Background: an optimization exercise with open tools, aiming at small area, a short achievable clock period and few clock cycles per item. Do not read the settings as production practice.
Only simulation tests tie the RTL to the original design; equivalence was not proved.
Power figures rest on the tool's default switching activity, not on a simulated workload.

--- flow/run.sh ---
#!/bin/bash
# Own layout flow.
# 1. the standard synthesis (the reference for register names and cells).
# 2. The same ORFS synthesis again, keeping the byte S-box modules (sboxSR,
#    sboxSQ) as separate modules.
# 3. Yosys/ABC re-mapping: each S-box module on its own from its collapsed
#    function, the rest for area under a delay target; registers untouched.
#    If the registers (names and cells) differ from step 1 in any way, the
#    flow re-maps step 1's netlist instead.
# 4. the standard layout from floorplan on, with plain port buffers.
set -euo pipefail
WORK=$(pwd)
FLOWDIR=$WORK/flow
YOSYS=$(command -v yosys || echo "$FLOW_HOME/../tools/install/yosys/bin/yosys")
LIB=$FLOW_HOME/platforms/$FLOW_PLATFORM/lib/sky130_fd_sc_hd__tt_025C_1v80.lib
RES=$WORK/orfs/results/$FLOW_PLATFORM/snowInit/base
RESH=$WORK/orfs_h/results/$FLOW_PLATFORM/snowInit/base
ABC_D=$(cat $FLOWDIR/abc_delay_ps)
SB_D=$(cat $FLOWDIR/sbox_delay_ps)
PORTBUF=$(cat $FLOWDIR/port_buffer)
CTSARGS=$(cat $FLOWDIR/cts_args)

bash standard.sh synth > $WORK/flow_synth.log 2>&1
cp $RES/1_2_yosys.v $WORK/std_synth.v

# Cells ABC must not use: the flow's don't-use list, plus every lpflow/probe cell
python3 $FLOWDIR/dontuse.py $LIB $WORK/orfs/logs/$FLOW_PLATFORM/snowInit/base/1_2_yosys.log > $WORK/dont_use.txt
DU=$(sed 's/^/-dont_use /' $WORK/dont_use.txt | tr '\n' ' ')
clean_cells() { # netlist -> 0 if it holds no don't-use cell
  ! grep -q -w -F -f $WORK/dont_use.txt "$1"
}

# Second synthesis: same script, S-box modules kept, no final flatten
sed -e '/^flatten/d' synth_recipe.tcl > $WORK/synth_h.tcl
sed -e "s#WORK_HOME=$WORK/orfs #WORK_HOME=$WORK/orfs_h #" \
    -e "s#SYNTH_SCRIPT=[^ ]*#SYNTH_SCRIPT=$WORK/synth_h.tcl SYNTH_KEEP_MODULES='sboxSR sboxSQ'#" \
    -e '/^if /,$d' standard.sh > $WORK/standard_h.sh
HIER_OK=0
if bash $WORK/standard_h.sh $RESH/1_2_yosys.v > $WORK/flow_synth_h.log 2>&1; then
  cp $RESH/1_2_yosys.v $WORK/hier_synth.v
  sed -e "s#@D@#$ABC_D#g" $FLOWDIR/remap.abc > $WORK/remap.abc
  sed -e "s#@D@#$SB_D#g" $FLOWDIR/sbox.abc > $WORK/sbox.abc
  sed -e "s#@LIB@#$LIB#g" -e "s#@DU@#$DU#g" -e "s#@IN@#$WORK/hier_synth.v#g" -e "s#@OUT@#$WORK/remapped_h.v#g" \
      -e "s#@ABC@#$WORK/remap.abc#g" -e "s#@SBABC@#$WORK/sbox.abc#g" $FLOWDIR/remap_h.ys > $WORK/remap_h.ys
  if $YOSYS -l $WORK/flow_remap_h.log -q $WORK/remap_h.ys > /dev/null 2>&1; then
    python3 $FLOWDIR/regs.py $WORK/std_synth.v > $WORK/regs_std.txt
    python3 $FLOWDIR/regs.py $WORK/remapped_h.v > $WORK/regs_h.txt
    if cmp -s $WORK/regs_std.txt $WORK/regs_h.txt && [ -s $WORK/regs_std.txt ] && clean_cells $WORK/remapped_h.v; then
      HIER_OK=1
    fi
  fi
fi
echo "hierarchical remap used: $HIER_OK" > $WORK/flow_choice.log

if [ $HIER_OK = 1 ]; then
  cp $WORK/remapped_h.v $WORK/remapped.v
else
  sed -e "s#@D@#$ABC_D#g" $FLOWDIR/remap.abc > $WORK/remap.abc
  sed -e "s#@LIB@#$LIB#g" -e "s#@DU@#$DU#g" -e "s#@IN@#$WORK/std_synth.v#g" -e "s#@OUT@#$WORK/remapped.v#g" \
      -e "s#@ABC@#$WORK/remap.abc#g" $FLOWDIR/remap.ys > $WORK/remap.ys
  if ! $YOSYS -l $WORK/flow_remap.log -q $WORK/remap.ys > /dev/null 2>&1 || ! clean_cells $WORK/remapped.v; then
    echo "plain remap failed: standard netlist kept" >> $WORK/flow_choice.log
    cp $WORK/std_synth.v $WORK/remapped.v
  fi
fi

# A newer netlist makes ORFS rebuild 1_synth.odb and everything after it
cp $WORK/remapped.v $RES/1_2_yosys.v
touch $RES/1_2_yosys.v
bash standard.sh BUFFER_PORTS_ARGS="-buffer_cell $PORTBUF" CTS_ARGS="$CTSARGS" ${FINAL_TARGET:-finish} > $WORK/flow_finish.log 2>&1
--- flow/abc_delay_ps ---
1800
--- flow/cts_args ---
-sink_clustering_enable -repair_clock_nets -dont_use_dummy_load -buf_list sky130_fd_sc_hd__clkbuf_8 -sink_clustering_size 30
--- flow/dontuse.py ---
# Print the cells ABC may not use: lpflow/probe cells of the library and
# every -dont_use cell named in the standard synthesis log
import re, sys
lib, log = sys.argv[1], sys.argv[2]
cells = set()
for m in re.finditer(r'cell\s*\(\s*"?(\w+)"?\s*\)', open(lib).read()):
    if 'lpflow' in m.group(1) or 'probe' in m.group(1):
        cells.add(m.group(1))
try:
    cells |= set(re.findall(r'-dont_use\s+(\S+)', open(log).read()))
except OSError:
    pass
print('\n'.join(sorted(cells)))
--- flow/port_buffer ---
sky130_fd_sc_hd__buf_1
--- flow/regs.py ---
# List "cell instance" for every flip-flop in a netlist, sorted
import re, sys
t = open(sys.argv[1]).read()
out = []
for m in re.finditer(r'^\s*(sky130_fd_sc_hd__(?:df|sdf|edf|dl)\w*)\s+(\S+)\s*\(', t, re.M):
    out.append(m.group(1) + ' ' + m.group(2))
print('\n'.join(sorted(out)))
--- flow/remap.abc ---
strash
dc2
dch -f
map -D @D@
mfs2
strash
dch -f
map -D @D@
topo
buffer -p
upsize -D @D@
dnsize -D @D@
stime -p
--- flow/remap.ys ---
read_liberty -ignore_miss_func @LIB@
read_verilog @IN@
hierarchy -top snowInit
blackbox sky130_fd_sc_hd__dfxtp_1 sky130_fd_sc_hd__dfrtp_1 sky130_fd_sc_hd__dfstp_1 sky130_fd_sc_hd__conb_1
flatten
opt_clean
abc -liberty @LIB@ @DU@ -script @ABC@
opt_clean -purge
setundef -zero
hilomap -singleton -hicell sky130_fd_sc_hd__conb_1 HI -locell sky130_fd_sc_hd__conb_1 LO
stat -liberty @LIB@
write_verilog -noattr -noexpr -nohex -nodec @OUT@
--- flow/remap_h.ys ---
read_liberty -ignore_miss_func @LIB@
read_verilog @IN@
hierarchy -top snowInit
blackbox sky130_fd_sc_hd__dfxtp_1 sky130_fd_sc_hd__dfrtp_1 sky130_fd_sc_hd__dfstp_1 sky130_fd_sc_hd__conb_1
setattr -mod -set keep_hierarchy 1 sboxSR sboxSQ
flatten
opt_clean
abc -liberty @LIB@ @DU@ -script @SBABC@ sboxSR sboxSQ
abc -liberty @LIB@ @DU@ -script @ABC@ snowInit
setattr -mod -unset keep_hierarchy sboxSR sboxSQ
flatten
opt_clean -purge
setundef -zero
hilomap -singleton -hicell sky130_fd_sc_hd__conb_1 HI -locell sky130_fd_sc_hd__conb_1 LO
stat -liberty @LIB@
write_verilog -noattr -noexpr -nohex -nodec @OUT@
--- flow/sbox.abc ---
strash
collapse

muxes
strash
dc2
dch -f
map -D @D@
topo
stime -p
--- flow/sbox_delay_ps ---
800
--- standard.sh ---
#!/bin/bash
# synth_recipe.tcl (not shown) runs the flow's synth.tcl, then flattens the netlist and writes it again
# the make line also repeats each setting of config.mk as NAME=value (left out here)
make -C /OpenROAD-flow-scripts/flow DESIGN_CONFIG=/design/flow/config.mk WORK_HOME=/design/flow/orfs CLKGATE_MAP_FILE= SYNTH_SCRIPT=/design/flow/synth_recipe.tcl "${@:-finish}"
--- config.mk ---
export PLATFORM = sky130hd
export DESIGN_NAME = snowInit
export DESIGN_NICKNAME = snowInit
export VERILOG_FILES = /design/flow/design.v
export SDC_FILE = /design/flow/constraint.sdc
export NUM_CORES = 4
export LEC_CHECK = 0
export CAP_MARGIN = 20
export CORE_MARGIN = 2
export CORE_UTILIZATION = 40
export PLACE_DENSITY = 0.6
export SETUP_SLACK_MARGIN = 2.6
export SLEW_MARGIN = 20
--- constraint.sdc ---
create_clock -name core_clock -period 6.0 [get_ports {clk}]
set_input_delay 1.2000 -clock core_clock [delete_from_list [all_inputs] [get_ports {clk}]]
set_output_delay 1.2000 -clock core_clock [all_outputs]
set_load 0.01 [all_outputs]
--- design.v ---
localparam logic [2047:0] sBoxSR = {
    128'h637c777bf26b6fc53001672bfed7ab76, 128'hca82c97dfa5947f0add4a2af9ca472c0,
    128'hb7fd9326363ff7cc34a5e5f171d83115, 128'h04c723c31896059a071280e2eb27b275,
    128'h09832c1a1b6e5aa0523bd6b329e32f84, 128'h53d100ed20fcb15b6acbbe394a4c58cf,
    128'hd0efaafb434d338545f9027f503c9fa8, 128'h51a3408f929d38f5bcb6da2110fff3d2,
    128'hcd0c13ec5f974417c4a77e3d645d1973, 128'h60814fdc222a908846eeb814de5e0bdb,
    128'he0323a0a4906245cc2d3ac629195e479, 128'he7c8376d8dd54ea96c56f4ea657aae08,
    128'hba78252e1ca6b4c6e8dd741f4bbd8b8a, 128'h703eb5664803f60e613557b986c11d9e,
    128'he1f8981169d98e949b1e87e9ce5528df, 128'h8ca1890dbfe6426841992d0fb054bb16
};
localparam logic [2047:0] sBoxSQ = {
    128'h25247367d7ae5c30a4ee6ecb7db582db, 128'he48e48494f5d6a787088e85f5e8465e2,
    128'hd8e9cced402f112857d2ace34a151bb9, 128'hb28085a62e024729074b0ec151aa89d4,
    128'hca0146b3efdd447bc27fbec39f204c64, 128'h83a2684213b441cdbac6bb6d4d7121f4,
    128'h8db0e593fe8fe6cf43453122373696fa, 128'hbc0f08521d551ac54e23697a92ff5b5a,
    128'heb9a1ca9d17e0dfc508ab662f50af8dc, 128'h033c0c39f1b8f33df2d597668132a000,
    128'h06cef6eab717f78c79d6a7bf8b3f1f53, 128'h6375352c60fd27d394a57ca105582dbd,
    128'hd9c7af6b540be03804c89de714b1879c, 128'hdf6ff9da2ac459167491ab266176342b,
    128'had99fb72ec3312de983bc09b3e18103a, 128'h56e177c91e9e95a39019a86c09d0f086
};
package snowPkg;
    localparam int lfsrWords  = 16;
    localparam int fsmWords   = 3;
    localparam int initRounds = 32;
    localparam logic [7:0] mixPolySR = 8'h1b;
    localparam logic [7:0] mixPolySQ = 8'h69;
    localparam logic [7:0] alphaPoly = 8'ha9;
    function automatic logic [7:0] mulX(input logic [7:0] v, input logic [7:0] poly);
        logic [7:0] shifted;
        shifted = {v[6:0], 1'b0};
        if (v[7]) begin
            mulX = shifted ^ poly;
        end else begin
            mulX = shifted;
        end
    endfunction
    function automatic logic [7:0] mulXPow(input logic [7:0] v, input integer pow,
                                           input logic [7:0] poly);
        logic [7:0] acc;
        acc = v;
        for (int i = 0; i < 255; i++) begin
            if (i < pow) begin
                acc = mulX(acc, poly);
            end
        end
        mulXPow = acc;
    endfunction
    function automatic logic [31:0] mulAlpha(input logic [7:0] c);
        mulAlpha = {mulXPow(c, 23, alphaPoly), mulXPow(c, 245, alphaPoly),
                    mulXPow(c, 48, alphaPoly), mulXPow(c, 239, alphaPoly)};
    endfunction
    function automatic logic [31:0] divAlpha(input logic [7:0] c);
        divAlpha = {mulXPow(c, 16, alphaPoly), mulXPow(c, 39, alphaPoly),
                    mulXPow(c, 6, alphaPoly), mulXPow(c, 64, alphaPoly)};
    endfunction
    function automatic logic [7:0] lookupSR(input logic [7:0] idx);
        logic [10:0] pos;
        pos      = {~idx, 3'b000};
        lookupSR = sBoxSR[pos +: 8];
    endfunction
    function automatic logic [7:0] lookupSQ(input logic [7:0] idx);
        logic [10:0] pos;
        pos      = {~idx, 3'b000};
        lookupSQ = sBoxSQ[pos +: 8];
    endfunction
endpackage
`timescale 1ns/1ps
module sBoxLayer #(
    parameter bit useSq = 1'b0
) (
    input  logic [31:0] wordIn,
    output logic [31:0] wordOut
);
    localparam logic [7:0] poly = useSq ? snowPkg::mixPolySQ : snowPkg::mixPolySR;
    logic [31:0] sub;
    logic [31:0] dbl;
    genvar j;
    generate
        for (j = 0; j < 4; j++) begin : g_byte
            if (useSq) begin : g_sq
                sboxSQ u_sb (.a(wordIn[31 - 8 * j -: 8]), .y(sub[31 - 8 * j -: 8]));
            end else begin : g_sr
                sboxSR u_sb (.a(wordIn[31 - 8 * j -: 8]), .y(sub[31 - 8 * j -: 8]));
            end
        end
        for (j = 0; j < 4; j++) begin : g_mix
            assign dbl[31 - 8 * j -: 8] = snowPkg::mulX(sub[31 - 8 * j -: 8] ^ sub[31 - 8 * ((j + 3) % 4) -: 8], poly);
            assign wordOut[31 - 8 * j -: 8] = dbl[31 - 8 * j -: 8]
                                            ^ sub[31 - 8 * ((j + 3) % 4) -: 8]
                                            ^ sub[31 - 8 * ((j + 1) % 4) -: 8]
                                            ^ sub[31 - 8 * ((j + 2) % 4) -: 8];
        end
    endgenerate
endmodule
module sboxSR (
    input  logic [7:0] a,
    output logic [7:0] y
);
    assign y = snowPkg::lookupSR(a);
endmodule
module sboxSQ (
    input  logic [7:0] a,
    output logic [7:0] y
);
    assign y = snowPkg::lookupSQ(a);
endmodule
`timescale 1ns/1ps
module snowFsm (
    input  logic        clk,
    input  logic        loadSel,
    input  logic        stepSel,
    input  logic        holdSel,
    input  logic [31:0] s15,
    input  logic [31:0] s5,
    output logic [31:0] fsmWord,
    output logic [95:0] fsmOut
);
    logic [31:0] r1;
    logic [31:0] r2;
    logic [31:0] r3;
    logic [31:0] r1Next;
    logic [31:0] s1Out;
    logic [31:0] s2Out;
    sBoxLayer #(.useSq(1'b0)) s1 (.wordIn(r1), .wordOut(s1Out));
    sBoxLayer #(.useSq(1'b1)) s2 (.wordIn(r2), .wordOut(s2Out));
    assign fsmWord = (s15 + r1) ^ r2;
    assign r1Next  = r2 + (r3 ^ s5);
    always_ff @(posedge clk) begin
        r1 <= (r1Next & {32{stepSel}}) | (r1 & {32{holdSel}});
        r2 <= (s1Out & {32{stepSel}}) | (r2 & {32{holdSel}});
        r3 <= (s2Out & {32{stepSel}}) | (r3 & {32{holdSel}});
    end
    assign fsmOut = {r3, r2, r1};
endmodule
`timescale 1ns/1ps
module snowLfsr (
    input  logic         clk,
    input  logic         loadSel,
    input  logic         stepSel,
    input  logic         holdSel,
    input  logic [127:0] key,
    input  logic [127:0] iv,
    input  logic [31:0]  fsmWord,
    output logic [511:0] lfsrOut,
    output logic [31:0]  s15,
    output logic [31:0]  s5
);
    logic [511:0] lfsr;
    logic [511:0] loadPattern;
    logic [511:0] stepPattern;
    logic [31:0]  feedback;
    assign loadPattern[32 * 15 +: 32] = key[32 * 3 +: 32] ^ iv[32 * 0 +: 32];
    assign loadPattern[32 * 14 +: 32] = key[32 * 2 +: 32];
    assign loadPattern[32 * 13 +: 32] = key[32 * 1 +: 32];
    assign loadPattern[32 * 12 +: 32] = key[32 * 0 +: 32] ^ iv[32 * 1 +: 32];
    assign loadPattern[32 * 11 +: 32] = ~key[32 * 3 +: 32];
    assign loadPattern[32 * 10 +: 32] = ~key[32 * 2 +: 32] ^ iv[32 * 2 +: 32];
    assign loadPattern[32 * 9 +: 32]  = ~key[32 * 1 +: 32] ^ iv[32 * 3 +: 32];
    assign loadPattern[32 * 8 +: 32]  = ~key[32 * 0 +: 32];
    assign loadPattern[255:128] = key;
    assign loadPattern[127:0]   = ~key;
    assign feedback = {lfsr[23:0], 8'h00} ^ snowPkg::mulAlpha(lfsr[31:24]) ^ lfsr[32 * 2 +: 32]
                    ^ {8'h00, lfsr[32 * 11 + 8 +: 24]} ^ snowPkg::divAlpha(lfsr[32 * 11 +: 8])
                    ^ fsmWord;
    assign stepPattern = {feedback, lfsr[511:32]};
    always_ff @(posedge clk) begin
        lfsr <= (loadPattern & {512{loadSel}}) | (stepPattern & {512{stepSel}})
              | (lfsr & {512{holdSel}});
    end
    assign lfsrOut = lfsr;
    assign s15     = lfsr[32 * 15 +: 32];
    assign s5      = lfsr[32 * 5 +: 32];
endmodule
`timescale 1ns/1ps
module roundCounter (
    input  logic clk,
    input  logic load,
    input  logic running,
    output logic lastRound
);
    logic [4:0] count;
    always_ff @(posedge clk) begin
        if (load) begin
            count <= '0;
        end else if (running) begin
            count <= count + 1'b1;
        end
    end
    assign lastRound = (count == 5'd31);
endmodule
`timescale 1ns/1ps
module initControl (
    input  logic clk,
    input  logic reset,
    input  logic load,
    input  logic lastRound,
    output logic running,
    output logic loadSel,
    output logic stepSel,
    output logic holdSel,
    output logic done
);
    always_ff @(posedge clk or posedge reset) begin
        if (reset) begin
            running <= 1'b0;
            done    <= 1'b0;
        end else if (load) begin
            running <= 1'b1;
            done    <= 1'b0;
        end else if (running && lastRound) begin
            running <= 1'b0;
            done    <= 1'b1;
        end
    end
    assign loadSel = load;
    assign stepSel = running & ~load;
    assign holdSel = ~running & ~load;
endmodule
`timescale 1ns/1ps
module snowInit (
    input  logic         clk,
    input  logic         reset,
    input  logic         load,
    input  logic [127:0] key,
    input  logic [127:0] iv,
    output logic [511:0] lfsrOut,
    output logic [95:0]  fsmOut,
    output logic         done
);
    logic        running;
    logic        lastRound;
    logic        loadSel;
    logic        stepSel;
    logic        holdSel;
    logic [31:0] fsmWord;
    logic [31:0] s15;
    logic [31:0] s5;
    initControl control (
        .clk       (clk),
        .reset     (reset),
        .load      (load),
        .lastRound (lastRound),
        .running   (running),
        .loadSel   (loadSel),
        .stepSel   (stepSel),
        .holdSel   (holdSel),
        .done      (done)
    );
    roundCounter counter (
        .clk       (clk),
        .load      (load),
        .running   (running),
        .lastRound (lastRound)
    );
    snowLfsr lfsr (
        .clk     (clk),
        .loadSel (loadSel),
        .stepSel (stepSel),
        .holdSel (holdSel),
        .key     (key),
        .iv      (iv),
        .fsmWord (fsmWord),
        .lfsrOut (lfsrOut),
        .s15     (s15),
        .s5      (s5)
    );
    snowFsm fsm (
        .clk     (clk),
        .loadSel (loadSel),
        .stepSel (stepSel),
        .holdSel (holdSel),
        .s15     (s15),
        .s5      (s5),
        .fsmWord (fsmWord),
        .fsmOut  (fsmOut)
    );
endmodule
==> metrics list <==
- Data required time at the worst endpoint: around 6.5 ns
- Number of optimization iterations in the first detailed-route pass: 13
- Final slew viol count: 0
- The worst pin sits at a relative slew slack of around 18%.
* Met1 wire length: 115,000 um
- Layout overhead on the synthesized area: 21.7%
- Pin placement for this block handled 868 I/O pins.
* Site row count: roughly 130
- Starting density of the core: between 40% and 50%
- From left edge to right edge, the die measures ~350 um.
- Fraction of layout instances using a drive strength above 1: under 10%
- Cell chosen for the clock root: sky130_fd_sc_hd__clkbuf_8
* Sw frac: 60.3%
* Critical path launch point type: register
- Entering global routing, the biggest net connects approximately 200 pins.
- Fmax: roughly 0.28 GHz
- Worst-margin pin slew: around 1.2 ns
- Global-route wire length before repair: 468,000 um
- The floorplan step defined a die boundary enclosing around 120,000 sq um.
- VDD sags by at most around 0.00066 V.
- Area of the mapped netlist: 46,900 sq um
- HP Class: register to register
- Comb power frac: between 70% and 80%
- After layout, the worst path uses 58.8% of the clock period.
- The clock network burns just under 7% of the power.
- CTS H-tree depth: 3
* RR Endpoint: fsm.r2[15]$_DFF_P_
- Setup repair after global routing missed its margin: yes
* Vias in the first global route: 60,917
* Critical path class: register to register
- First-iteration detailed-routing DRC count: between 10,000 and 15,000
* GR Util All Layers: a little over half
* Gr ovfl total: 0
- The finished layout holds about 9,800 standard cells, fillers aside.
* Clock tree from TritonCTS: yes
* Reported leakage power: between 20 and 25 nW
- The multi-input combinational cells in the finished layout cover a total of 33,300 sq um.
- Setup crit end kind: register
* Syn avg cell area: 6.57 sq um
- The worst hold path was traced through 2 stages.
* Cts bufs inserted: 97
- Total power divided by cell area: approximately 800 nW/um^2
- Routed met3 length: 56,900 um
* Total clock sinks: between 600 and 700
* Register Area: roughly 12,000 sq um
- Mean routed wirelength per cell: ~35 um
- Clock tree buffer depth: 3
* Number of nets produced by synthesis: 7,401
- Maximum Capacitance Violations: 0
* Cells after DPL: about 9,600
- On the final layout, the worst clock skew is roughly 0.1 ns.
- In the final design database the tool counted 8,482 nets.
- Min-Delay Startpoint: lfsr.lfsr[159]$_DFF_P_
* Post-layout minimum cycle time: roughly 3.5 ns
* Hold path endpoint: lfsr.lfsr[127]$_DFF_P_
* Final RePlAce weighted congestion: approximately 1.2
- # DRC: 0
- Maximum fanout count along the critical path: 14
* Int Power: 18.0 mW
- Vias: a little under 70,000
- The die is around 350 um tall.
* Number of port buffers: just under 900
* Final setup TNS: 0 ns
- RR Startpoint: fsm.r1[19]$_DFF_P_
* Number of endpoints failing setup at the final stage: 0
* Number of nets still failing antenna checks after routing: 0
- Clock-pin slew reported for the worst setup and hold paths after clock tree synthesis: roughly 0.07 ns
- Met2 wire length: 132,000 um
* Register-to-Register Setup Slack: around 2.5 ns
- Latest clock arrival within the worst-skew pair: just under 0.8 ns
* Hold-fix buffer count after cts: 0
- The share of total power dissipated in sequential elements is around 15%.
- Yosys printed 8 warnings.
- HPWL Detailed: around 260,000 um
- The count of final hold-check violations was 0.
- The total area inside the core boundary comes to around 120,000 sq um.
- After detailed routing, the number of vias per cell comes to around 6.9.
- In this run the power spent charging and discharging nets is between 20 and 30 mW.
- The number of cells on the worst reg-to-reg path is 16.
* Gate Count Post-Synth: 7,142
- Final wirelength: 340,000 um
* Top routing layer in use: met5
- Status: no timing/DRC/antenna violations
- The initial antenna violation count came to 99.
* # fillers: approximately 12,000
- At the worst endpoint, the arrival time is 4.05 ns.
## metal layers
layer,track usage [%],vias to the layer above
li1,-,27991
met1,63.0,31773
met2,74.0,6626
met3,24.3,1697
met4,43.0,32
met5,0.360,-
## power by group through the flow
stage / Clock (mW) / Sequential (mW) / Combinational (mW)
2_1_floorplan: 0 / 7.14 / 18.8
3_3_place_gp: 0 / 6.85 / 31.1
3_5_place_dp: 0 / 6.84 / 30.7
4_1_cts: 3.04 / 6.78 / 31.8
5_1_grt: 3.22 / 6.88 / 36.7
6_report: 3.12 / 6.93 / 35.2
## cell usage in the layout (no fill, tap or decap), types with 113 or more instances in the layout
cell,count
sky130_fd_sc_hd__nand2_1,1087
sky130_fd_sc_hd__buf_1,866
sky130_fd_sc_hd__nand3_1,739
sky130_fd_sc_hd__o21ai_0,698
sky130_fd_sc_hd__nor2_1,633
sky130_fd_sc_hd__a21oi_1,576
sky130_fd_sc_hd__dfxtp_1,562
sky130_fd_sc_hd__inv_1,410
sky130_fd_sc_hd__xor2_1,322
sky130_fd_sc_hd__xnor2_1,260
sky130_fd_sc_hd__buf_4,229
sky130_fd_sc_hd__o22ai_1,183
sky130_fd_sc_hd__a31oi_1,174
sky130_fd_sc_hd__o211ai_1,162
sky130_fd_sc_hd__a22oi_1,158
sky130_fd_sc_hd__nand4_1,113
## stage by stage
| step | hold slack (ns) | area (sq um) | power (mW) | utilization, % | setup WS [ns] |
|---|---|---|---|---|---|
| after floorplan | 0.443 | 47000 | 25.9 | - | 2.62 |
| after global placement | 0.448 | 53100 | 37.9 | 45.7 | 1.66 |
| after detailed placement | 0.453 | 53100 | 37.5 | 45.7 | 1.67 |
| after CTS | 0.431 | 55400 | 41.6 | 47.6 | 2.48 |
| after global routing | 0.457 | 57100 | 46.8 | 49.0 | 2.49 |
| final | 0.449 | 57100 | 45.3 | 49.1 | 2.47 |
## layout make-up
cell class / count / area share, %
Clock buffer: 97 / 2.34
Multi-Input combinational cell: 5814 / 58.3
Sequential cell: 615 / 21.8
Tap cell: 1524 / 3.34
Antenna cell: 83 / 0.364
Timing Repair Buffer: 1144 / 10.0
Inverter: 551 / 3.82
## repair_timing
action,4_1_cts,5_1_grt
endpoints found under the hold margin,0,0
endpoints found under the setup margin,80,85
pin swaps,9,26
resized for setup,200,255
buffers inserted,22,58
gates cloned,0,1
## state kept, by name, indices dropped and copies added (netlist names)
name,count
control.done,1
lfsr.lfsr,512
fsm.r2,32
fsm.r1,32
fsm.r3,32
counter.count,5
control.running,1
## worst max-delay path by stage
| stage | start | to | slack, ns | cells past startpoint |
|---|---|---|---|---|
| detailed placement | fsm.r1[28]$_DFF_P_ | fsm.r2[15]$_DFF_P_ | 1.67 | 11 |
| floorplan | fsm.r1[28]$_DFF_P_ | fsm.r2[19]$_DFF_P_ | 2.62 | 12 |
| CTS | fsm.r1[28]$_DFF_P_ | fsm.r2[19]$_DFF_P_ | 2.48 | 13 |
| global placement | fsm.r1[28]$_DFF_P_ | fsm.r2[15]$_DFF_P_ | 1.66 | 11 |
| global route | fsm.r1[11]$_DFF_P_ | fsm.r2[16]$_DFF_P_ | 2.49 | 15 |
| finish | fsm.r1[19]$_DFF_P_ | fsm.r2[15]$_DFF_P_ | 2.47 | 16 |
## critical path, cell delays in order, from the launching register on
cell,delay (ns)
sky130_fd_sc_hd__dfxtp_4,0.43
sky130_fd_sc_hd__buf_8,0.20
sky130_fd_sc_hd__buf_16,0.18
sky130_fd_sc_hd__nand2_1,0.19
sky130_fd_sc_hd__nand2_1,0.21
sky130_fd_sc_hd__o21ai_0,0.18
sky130_fd_sc_hd__nand3_1,0.11
sky130_fd_sc_hd__a31oi_1,0.29
sky130_fd_sc_hd__a21oi_1,0.12
sky130_fd_sc_hd__o21ai_1,0.17
sky130_fd_sc_hd__buf_4,0.17
sky130_fd_sc_hd__inv_1,0.08
sky130_fd_sc_hd__or2_2,0.28
sky130_fd_sc_hd__nand2_1,0.15
sky130_fd_sc_hd__xnor2_1,0.16
sky130_fd_sc_hd__xor2_1,0.28
sky130_fd_sc_hd__o22ai_1,0.10
Testbench counts, summed over its fixed seeds: cycles 8,448, items 256.

re-timing with driven ports:
The results above use ideal ports. As a check the final layout listed here was re-extracted and re-timed, cells and wires unchanged.
Step 1: set_driving_cell puts a clkbuf_16 on clk and a buf_2 on each other input, an assumption about the parent block.
Step 2 also shifts input and output timing later by t, the mid clock arrival at the registers, as if the neighbouring blocks saw the same clock.
Slacks: ideal ports / drivers / drivers and shift; pairs: ideal ports / drivers.
shift t [ns]: 0.804
setup WS [ns]: 2.473 / 2.473 / 2.126
worst hold slack (ns): 0.449 / 0.449 / 0.449
After both steps setup and hold are still met in this run. The setup slack of this run moves by 0.000 ns with the drivers and by -0.347 ns with both steps.
